This is an optimization exercise on Yosys and OpenROAD, whose aim is small area, a short achievable clock period and few clock cycles per item, not a production implementation. Only simulation tests tie the RTL to the original design; equivalence was not proved.

## main
// sensor_frame_deframer_smoother
module sensor_frame_deframer_smoother (
	input  wire logic         clk,
	input  wire logic         arst_n,
	input  wire logic         rx_valid,
	output logic              rx_ready,
	input  wire logic [7:0]   rx_byte,
	output logic              result_valid,
	input  wire logic         result_ready,
	output logic [28:0]       encoder_angle_avg,
	output logic [31:0]       wind_speed_avg,
	output logic [31:0]       wind_angle_avg,
	output logic [15:0]       raw_count,
	output logic              float_saturated,
	input  wire logic         cfg_we,
	input  wire logic [16:0]  cfg_wdata
);
	function automatic logic [32:0] to_q16(input logic [31:0] bits);
		logic        s;
		logic [7:0]  e;
		logic [7:0]  sh;
		logic [31:0] mag;
		logic        inr;
		logic        big;
		logic [31:0] v;
		logic        sat;
		begin
			s   = bits[31];
			e   = bits[30:23];
			sh  = 8'd142 - e;
			mag = {1'b1, bits[22:0], 8'b0} >> sh[4:0];
			inr = (e >= 8'd111) && (e <= 8'd141);
			big = (e >= 8'd142);
			sat = big && !(s && (e == 8'd142) && (bits[22:0] == 23'd0));
			if (inr) begin
				v = s ? (~mag + 32'd1) : mag;
			end else if (big && !((e == 8'hFF) && (bits[22:0] != 23'd0))) begin
				v = s ? 32'h8000_0000 : 32'h7FFF_FFFF;
			end else begin
				v = 32'd0;
			end
			to_q16 = {sat, v};
		end
	endfunction
	logic [7:0]  hist_q [11];
	logic [3:0]  fill_q;
	logic        start_q;
	logic        pend_q;
	logic        run_q;
	logic        valid_q;
	logic        xfer;
	logic        snap;
	assign rx_ready = !(pend_q && (run_q || valid_q));
	assign xfer     = rx_valid && rx_ready;
	assign snap     = pend_q && !(run_q || valid_q);
	always_ff @(posedge clk) begin
		if (xfer) begin
			hist_q[0] <= rx_byte;
			for (int i = 1; i < 11; i++) begin
				hist_q[i] <= hist_q[i-1];
			end
		end
	end
	always_ff @(posedge clk or negedge arst_n) begin
		if (!arst_n) begin
			fill_q  <= '0;
			start_q <= 1'b0;
			pend_q  <= 1'b0;
		end else begin
			if (xfer) begin
				if (fill_q != 4'd10) begin
					fill_q <= fill_q + 4'd1;
				end
				start_q <= (fill_q == 4'd10) && (hist_q[9] == BYTE_START);
			end
			pend_q <= (xfer && start_q && (rx_byte == BYTE_END)) || (pend_q && !snap);
		end
	end
	logic [15:0] cnt_q;
	logic        sat_q;
	logic [31:0] xs_q;
	logic [31:0] xd_q;
	logic [32:0] spd_conv;
	logic [32:0] dir_conv;
	logic [15:0] frame_cnt;
	logic [21:0] cnt45;
	logic [45:0] ang_z;
	logic [28:0] enc_smp;
  ...
make LEC_CHECK=0 CAP_MARGIN=20 CORE_MARGIN=2 CORE_UTILIZATION=40 PLACE_DENSITY=0.6 SLEW_MARGIN=20 finish   # period 11.0 ns
run.sh (not shown) runs the stock make flow with config.mk's settings and CLKGATE_MAP_FILE= SYNTH_SCRIPT=/design/flow/synth_recipe.tcl, a recipe that flattens the netlist after the stock synthesis.
Testbench counts of main, summed over its fixed seeds: cycles 14,496, items 1,200.
Input-level comparison between the feature branch and main:
# main
export LEC_CHECK = 0
export CAP_MARGIN = 20
export CORE_MARGIN = 2
export CORE_UTILIZATION = 40
export PLACE_DENSITY = 0.6
export SLEW_MARGIN = 20
create_clock -name core_clock -period 11.0 [get_ports {clk}]
# the feature branch
export LEC_CHECK = 0
export ABC_CLOCK_PERIOD_IN_PS = 3000
export CAP_MARGIN = 20
export CORE_MARGIN = 2
export CORE_UTILIZATION = 40
export PLACE_DENSITY = 0.6
export SETUP_SLACK_MARGIN = 5
export SLEW_MARGIN = 20
create_clock -name core_clock -period 11.0 [get_ports {clk}]
[summary]
- For the feature branch and main, there was not a single run that failed to finish clean.
- Relative to main, the final non-filler cell total of the feature branch is higher by 4.6%.
- Actual slew at the worst max-slew pin for the feature branch: 12 ps up relative to main
- Re number of buffers added for setup after CTS: the feature branch is 125 up on main.

---

Setup of maple:
sensor_frame_deframer_smoother, a different RTL version from the one above (not shown whole).
Size: ~460 flip-flops, about 140 I/O pins.
make LEC_CHECK=0 CAP_MARGIN=20 CORE_MARGIN=2 CORE_UTILIZATION=40 CTS_BUF_LIST=sky130_fd_sc_hd__clkbuf_8 PLACE_DENSITY=0.6 SETUP_SLACK_MARGIN=5 SLEW_MARGIN=20 finish   # period 11.0 ns
Both conditions hold for maple: the flow ran to the end and the final layout passed the timing, design-rule and antenna checks.
Testbench counts of maple, summed over its fixed seeds: cycles 14,504, items 1,200.
### maple -> willow
Settings: CTS_BUF_LIST no longer set, was sky130_fd_sc_hd__clkbuf_8.
[summary]
- Met1 track utilization from global routing: higher on willow
- Compared maple against willow; post-route cell area within noise.
- Per the comparison of willow with maple, number of antenna violations at the first check in global routing down 5; first-pass iteration count of the detailed router decreased by 2 relative to the old numbers.
- willow and maple ended up with nearly the same length of routed met2 wiring.
- For final routed wirelength across all metal layers, maple and willow come out practically identical.

---

Setup of v6:
Another version of the RTL of sensor_frame_deframer_smoother (not shown whole).
Size in the first run: ~2700 cells after synthesis, about 460 flip-flops, roughly 140 I/O pins, ~28000 µm² of cells after synthesis.
Settings: LEC_CHECK=0, CAP_MARGIN=20, CORE_MARGIN=2, CORE_UTILIZATION=40, CTS_BUF_LIST=sky130_fd_sc_hd__clkbuf_8, PLACE_DENSITY=0.5, SETUP_SLACK_MARGIN=5, SLEW_MARGIN=20; clock period 11.0 ns.
v6 went all the way through synthesis, placement and routing and the layout is clean on timing, DRC and antenna.
Testbench counts of v6, summed over its fixed seeds: cycles 14,504, items 1,200.
diff inputs: v6 => v7
-- flow/config.mk --
<<< v6, line 9
export CORE_MARGIN = 2
export CORE_UTILIZATION = 40
export CTS_BUF_LIST = sky130_fd_sc_hd__clkbuf_8
export PLACE_DENSITY = 0.5
export SETUP_SLACK_MARGIN = 5
export SLEW_MARGIN = 20
>>> v7, line 9
export CORE_MARGIN = 2
export CORE_UTILIZATION = 40
export PLACE_DENSITY = 0.6
export SETUP_SLACK_MARGIN = 5
export SLEW_MARGIN = 20
[summary]
A timing startpoint of the critical path of d_q[13] is what v7 shows, while sel_sub_q belongs to v6. Critical path depth in v7 is 2 below v6. For buffer share of cell area, v6 and v7 come out practically identical. From v6 to v7 the numbers moved as follows: worst setup slack grew by 0.49 ns; highest clock frequency the design can meet went up; flip-flop and latch count level.

-- what the ideal ports hide --
Ports are ideal in the flow. The routed layouts listed here were re-timed in OpenROAD. Step 1, drivers: a clkbuf_16 drives clk and a buf_2 each remaining input, both assumed. Step 2, shift: input delay + t, output delay - t, t = (earliest + latest rising clock arrival at the registers) / 2. This alone moves slack from input paths to output paths. a / b / c = ideal ports / drivers / drivers and shift; a / b = the first two.
run | t, ns | setup slack, ns | hold slack, ns | cell pins on the clock port's net
main | 0.657 | 1.605 / 1.605 / 1.605 | 0.417 / 0.417 / 0.417 | 1
the feature branch | 0.644 | 3.753 / 3.753 / 3.753 | 0.417 / 0.417 / 0.417 | 1
maple | 0.744 | 6.696 / 6.696 / 6.139 | 0.396 / 0.396 / 0.396 | 1
willow | 0.649 | 6.657 / 6.657 / 6.136 | 0.394 / 0.394 / 0.394 | 1
v6 | 0.740 | 6.259 / 6.259 / 6.229 | 0.418 / 0.418 / 0.418 | 1
v7 | 0.671 | 6.744 / 6.744 / 6.744 | 0.396 / 0.396 / 0.396 | 1
After both steps every run listed still meets setup and hold. The setup slack of maple, which loses most, moves by 0.000 ns with the drivers and by -0.557 ns with both steps.
